Source: an optimization exercise on an open RTL-to-GDS flow (aim: small area). Production flows keep margins and buffers that such runs may drop. The RTL was checked by simulation tests, not by an equivalence proof against the original design. No activity file was given, so power comes from the tool's default toggle rates.

<file path="design.v">
module rf_ao22 (input logic a1, a2, b1, b2, output logic y);
    assign y = (a1 & a2) | (b1 & b2);
endmodule
module rf_aoi222 (input logic a1, a2, b1, b2, c1, c2, output logic y);
    assign y = ~((a1 & a2) | (b1 & b2) | (c1 & c2));
endmodule
module rf_ao221 (input logic a1, a2, b1, b2, c1, output logic y);
    assign y = (a1 & a2) | (b1 & b2) | c1;
endmodule
module rf_nand4 (input logic a, b, c, d, output logic y);
    assign y = ~(a & b & c & d);
endmodule
module rf_nand2 (input logic a, b, output logic y);
    assign y = ~(a & b);
endmodule
module rf_or3 (input logic a, b, c, output logic y);
    assign y = a | b | c;
endmodule
module rf_rd_bit (
    input  logic [31:1] sel,
    input  logic [31:1] x,
    input  logic        byp,
    input  logic        wd,
    output logic        y
);
    logic [9:0] g;
    logic [2:0] h;
    logic       w;
    for (genvar k = 0; k < 10; k++) begin : g_aoi
        rf_aoi222 u (.a1(sel[3*k+1]), .a2(x[3*k+1]), .b1(sel[3*k+2]), .b2(x[3*k+2]),
                     .c1(sel[3*k+3]), .c2(x[3*k+3]), .y(g[k]));
    end
    rf_nand4 u_n0 (.a(g[0]), .b(g[1]), .c(g[2]), .d(g[3]), .y(h[0]));
    rf_nand4 u_n1 (.a(g[4]), .b(g[5]), .c(g[6]), .d(g[7]), .y(h[1]));
    rf_nand2 u_n2 (.a(g[8]), .b(g[9]), .y(h[2]));
    rf_or3   u_or (.a(h[0]), .b(h[1]), .c(h[2]), .y(w));
    rf_ao221 u_out (.a1(sel[31]), .a2(x[31]), .b1(byp), .b2(wd), .c1(w), .y(y));
endmodule
module reg_file_mp #(
    parameter int XLEN     = 32,
    parameter int NREGS    = 32,
    parameter int NREAD    = 2,
    parameter int ZERO_REG = 1,
    parameter int BYPASS   = 1,
    parameter int RD_LAT   = 0
) (
    input  logic                      clk,
    input  logic                      rst_n,
    input  logic [NREAD*$clog2(NREGS)-1:0] rs_addr,
    output logic [NREAD*XLEN-1:0]     rs_data,
    output logic [NREAD-1:0]          rs_busy,
    input  logic                      wr_en,
    input  logic [$clog2(NREGS)-1:0]  wr_addr,
    input  logic [XLEN-1:0]           wr_data,
    input  logic                      issue_en,
    input  logic [$clog2(NREGS)-1:0]  issue_rd,
    output logic [$clog2(NREGS):0]    busy_cnt
);
    localparam int AW = $clog2(NREGS);
    logic [XLEN-1:0]  regs_q [1:NREGS-1];
    logic [XLEN-1:0]  regs_d [1:NREGS-1];
    logic [NREGS-1:1] valid_q;
    logic [NREGS-1:1] busy_q;
    logic [NREGS-1:1] wr_sel;
    logic [NREGS-1:1] wr_seln;
    logic [NREGS-1:1] iss_sel;
    always_comb begin
        for (int r = 1; r < NREGS; r++) begin
            wr_sel[r]  = wr_en && (wr_addr == AW'(r));
            wr_seln[r] = ~wr_sel[r];
            iss_sel[r] = issue_en && (issue_rd == AW'(r));
        end
    end
    for (genvar r = 1; r < NREGS; r++) begin : g_reg
        for (genvar b = 0; b < XLEN; b++) begin : g_bit
            rf_ao22 u_hold (.a1(wr_sel[r]), .a2(wr_data[b]), .b1(wr_seln[r]), .b2(regs_q[r][b]),
                            .y(regs_d[r][b]));
        end
    end
    always_ff @(posedge clk) begin
        for (int r = 1; r < NREGS; r++) begin
            regs_q[r] <= regs_d[r];
        end
    end
    always_ff @(posedge clk or negedge rst_n) begin
        if (!rst_n) begin
            valid_q <= '0;
            busy_q  <= '0;
        end else begin
            valid_q <= valid_q | wr_sel;
            busy_q  <= iss_sel | (busy_q & ~wr_sel);
        end
    end
    for (genvar i = 0; i < NREAD; i++) begin : g_port
        logic [AW-1:0]    a;
        logic             byp;
        logic [NREGS-1:1] sel;
        always_comb begin
            a   = rs_addr[i*AW +: AW];
            byp = wr_en && (wr_addr == a) && (a != '0);
            rs_busy[i] = 1'b0;
            for (int r = 1; r < NREGS; r++) begin
                sel[r] = (a == AW'(r)) & valid_q[r] & ~byp;
                if (a == AW'(r)) rs_busy[i] = busy_q[r] & ~byp;
            end
        end
        for (genvar b = 0; b < XLEN; b++) begin : g_bit
            logic [NREGS-1:1] xb;
            for (genvar r = 1; r < NREGS; r++) begin : g_x
                assign xb[r] = regs_q[r][b];
            end
            rf_rd_bit u_rd (.sel(sel), .x(xb), .byp(byp), .wd(wr_data[b]),
                            .y(rs_data[i*XLEN + b]));
        end
    end
    always_comb begin
        busy_cnt = '0;
        for (int r = 1; r < NREGS; r++) begin
            busy_cnt = busy_cnt + {{AW{1'b0}}, busy_q[r]};
        end
    end
endmodule
</file>
<file path="run.sh">
#!/bin/bash
# synth_recipe.tcl (not shown) runs the flow's synth.tcl, then flattens the netlist and writes it again
# the make line also repeats each setting of config.mk as NAME=value (left out here)
make -C /OpenROAD-flow-scripts/flow DESIGN_CONFIG=/design/flow/config.mk WORK_HOME=/design/flow/orfs CLKGATE_MAP_FILE= SYNTH_SCRIPT=/design/flow/synth_recipe.tcl finish
</file>
<file path="config.mk">
export PLATFORM = sky130hd
export DESIGN_NAME = reg_file_mp
export DESIGN_NICKNAME = reg_file_mp
export VERILOG_FILES = /design/flow/design.v
export SDC_FILE = /design/flow/constraint.sdc
export NUM_CORES = 4
export LEC_CHECK = 0
export ABC_AREA = 0
export CAP_MARGIN = 20
export CORE_MARGIN = 2
export CORE_UTILIZATION = 55
export SLEW_MARGIN = 20
export SYNTH_HIERARCHICAL = 1
export SYNTH_MINIMUM_KEEP_SIZE = 0
</file>
<file path="constraint.sdc">
create_clock -name core_clock -period 7.5 [get_ports {clk}]
set_input_delay 1.5000 -clock core_clock [delete_from_list [all_inputs] [get_ports {clk}]]
set_output_delay 1.5000 -clock core_clock [all_outputs]
set_load 0.01 [all_outputs]
</file>
==> reports/metrics.csv <==
stage;metric;value;unit
routing;wirelength;199000;um
clock_network;cts.sinks;1054;
clock_network;clkLatencyLatePin;0.68;ns
finish;nFillCells;5722;
sta;rsz0062_at_grt;false;
sta;fin_crit_sh;101;%
synthesis;synth_edf_count;0;
clock_network;clk_pin_slew_worst_paths;0.06;ns
place;dp_hpwl;120000;um
sta;relSlewSlack;22.2;%
pwr;ir_drop;4530;uV
sta;whs;0.489;ns
worst_setup_path;start_kind;input port;
routing;via_count;43800;
finish;multi_input_area;20300;um^2
finish;final_common_cell;a22o_1;
clock_network;clockBufferDepth;3;
worst_setup_path;critical_path.most_common_cell;clkdlybuf4s50_1;
worst_setup_path;path_cells;clkdlybuf4s50_1 -> nor2_4 -> a311o_1 -> a211oi_4 -> buf_12 -> nor2_1 -> and4_1 -> buf_4 -> a222oi_1 -> nand4_1 -> or3_1 -> a221o_1 -> clkdlybuf4s50_1;
sta;max_freq;0.132;GHz
worst_setup_path;arrival;6.07;ns
sta;fin_skew;0;ns
synthesis;ys_warn_count;10;
floorplan;ios;128;
routing;first_iter_violations;11100;
finish;syn_to_final_growth;19.6;%
clock_network;htree_levels;3;
run_status;status;finished with violations;
worst_setup_path;crit_type;input port to primary output;
worst_setup_path;cp_top_family;buffers and inverters;
floorplan;core.rowCount;101;
synthesis;syn-cell-area;42100;um^2
synthesis;synth_cells;3548;
synthesis;yosysSeqAreaShare;50.9;%
sta;drv_slew;0;
run_status;violations;setup timing;
worst_setup_path;critical_path.max_stage_delay;0.58;ns
sta;fin_ws;-0.0706;ns
clock_network;cts_made_buffers;108;
worst_hold_path;hp-class;flop to flop;
synthesis;synthFlopType;dfxtp_1;
routing;drc;0;
global_routing;overflow;0;
worst_setup_path;crit_required;6.00;ns
worst_setup_path;cp-end-kind;primary output;
routing;ant_nets;0;
routing;first_pass_iters;14;
worst_setup_path;worstPathMaxFanout;21;
synthesis;postSynthNetCount;3634;
place;place_ws;0.0388;ns
synthesis;ys_ff_latch;1054;
global_routing;grt_first_pass_wirelength;286000;um
pwr;cellLeakagePower;0.0212;uW
finish;final_cell_mix;1,003 x a22o_1, 992 x dfxtp_1, 640 x a222oi_1;
global_routing;grt_max_degree;63;
worst_setup_path;slowest_stage;clkdlybuf4s50_1;
floorplan;die_area;78700;um^2
sta;fin_crit;7.57;ns
floorplan;initial_core_util;55.5;%
global_routing;antenna_found_initial;9;
clock_network;cts_tree;built;
place;gp_congestion;1.06;
place;port_buffers;127;
routing;routed_via_density;8.68;
floorplan;die-width;281;um
synthesis;avgSynthCellArea;11.9;um^2
finish;drive_gt1_share;11.1;%
clock_network;clock-root-buffer;clkbuf_16;
finish;ff_latch_area;21400;um^2
finish;nNetsFinal;4063;
pwr;powerDensity;371;nW/um^2
job;drv_cap;0;
sta;hold_viol_final;0;
synthesis;async_flop_share;5.88;%
floorplan;die_h;281;um
floorplan;core_area;75800;um^2
global_routing;grt_usage;48.7;%
sta;worst_slew_pin_slew;1.17;ns
synthesis;synth_cell_types;66;
routing;wl_per_cell;39.4;um
global_routing;grt_pass1_vias;42400;
sta;finalSetupViolations;2;
worst_setup_path;crit_buf_inv;4;
## kinds of logic after synthesis
kind of cell               synth area share [%]
AOI/OAI and AO/OA                          39.3
DFF                                        50.9
and+or+nand+nor                            6.94
buffers and inverters                     0.961
adders and majority gates                  1.30
xor gates and xnor gates                  0.250
muxes                                     0.333
## synthesized netlist by cell type, types with 6 or more instances
library cell | n | share of area (%)
a21oi_1 | 15 | 0.18
a221o_1 | 64 | 1.5
a222oi_1 | 640 | 15
a22o_1 | 1003 | 21
a22oi_1 | 7 | 0.12
and3_1 | 59 | 0.88
buf_2 | 8 | 0.095
clkbuf_1 | 20 | 0.18
dfrtp_1 | 62 | 3.7
dfxtp_1 | 992 | 47
fa_1 | 23 | 1.1
ha_1 | 7 | 0.21
inv_1 | 67 | 0.60
mux2_2 | 6 | 0.16
nand2_1 | 132 | 1.2
nand2b_1 | 36 | 0.54
nand3_1 | 15 | 0.18
nand4_1 | 131 | 1.9
nor2_1 | 31 | 0.28
nor2b_1 | 15 | 0.22
nor3_1 | 14 | 0.17
nor3b_1 | 6 | 0.11
o21ai_0 | 20 | 0.24
o22ai_1 | 12 | 0.18
or3_1 | 64 | 0.95
xnor2_1 | 10 | 0.21
## path summary, 6_finish.rpt
check | from | to | slack (ns) | cells after the start
max | rs_addr[8] | rs_data[43] | -0.07 | 13
min | valid_q[9]$_DFF_PN0_ | valid_q[9]$_DFF_PN0_ | 0.49 | 1
max reg2reg | busy_q[21]$_DFF_PN0_ | busy_q[21]$_DFF_PN0_ | 6.48 | 2
min reg2reg | valid_q[9]$_DFF_PN0_ | valid_q[9]$_DFF_PN0_ | 0.49 | 1
max in group asynchronous | rst_n | busy_q[14]$_DFF_PN0_ | 5.83 | 2
min in group asynchronous | rst_n | busy_q[24]$_DFF_PN0_ | 1.01 | 2
## metrics by stage
step | std cells | area (um^2) | setup TNS [ns] | util (%) | total power, uW
after floorplan | 3548 | 42100 | 0 | - | 10500
after global placement | 4843 | 46500 | 0 | 61.3 | 12800
after detailed placement | 4843 | 46500 | 0 | 61.3 | 13000
after CTS | 5044 | 50200 | 0 | 66.3 | 18600
after global routing | 5045 | 50300 | 0 | 66.3 | 19400
final | 5049 | 50300 | -0.0917 | 66.3 | 18700
## per-module statistics from Yosys, one instance, submodules excluded, a selection
module | cell area [um^2] | cells | flip-flops and latches
rf_nand2 | 3.75 | 1 | 0
rf_aoi222 | 10.0 | 1 | 0
rf_nand4 | 6.26 | 1 | 0
rf_or3 | 6.26 | 1 | 0
reg_file_mp | 24900 | 1596 | 1054
rf_ao221 | 10.0 | 1 | 0
rf_ao22 | 8.76 | 1 | 0
## registers in the layout (all words and copies together) (netlist names)
register  cells
valid_q      31
regs_q      992
busy_q       31
## per-layer routing
metal	vias to the layer above	track usage, %	wire, um
li1	17000	-	-
met1	20900	60.1	66500
met2	4753	69.5	80200
met3	1158	16.6	32600
met4	8	37.7	19300
met5	-	0.438	89
## final cells by class
type / count / area share [%]
timing repair buffer: 351 / 6.60
inverter: 69 / 0.515
clock inverter: 39 / 1.08
multi-input combinational: 2393 / 40.4
antenna: 4 / 0.0199
clock buffer: 161 / 6.35
tap: 978 / 2.43
sequential: 1054 / 42.6
## repair_timing
action,in CTS,in global routing
pin swaps,1,12
setup buffers,1,1
setup endpoints to repair,5,31
hold buffers,0,0
gates resized for setup,9,21
## report_power, final
group / internal (uW) / switching (uW) / leakage, uW
sequential: 6740 / 980 / 0.00896
combinational: 2710 / 2570 / 0.0104
clock: 3300 / 2370 / 0.00183
total: 12700 / 5910 / 0.0212

## re-timing with driven ports
How much do the figures lean on ideal ports? The routed layout below was timed once more, with nothing changed but the port constraints.
Step 1, drivers: a clkbuf_16 drives clk and a buf_2 each remaining input, both assumed.
Step 2 also shifts input and output timing later by t, the mid clock arrival at the registers, as if the neighbouring blocks saw the same clock.
a / b / c = no drivers / after step 1 / after step 2; a / b = the first two.
shift t [ns]: 0.758
setup WS [ns]: -0.071 / -0.097 / -0.097
worst hold slack (ns): 0.489 / 0.489 / 0.489
clock arrival spread, ns: 0.031 / 0.031
worst data-port slew with drivers (ns): 0.06
For this run, drivers alone change the setup slack by -0.026 ns; drivers and shift together by -0.026 ns.
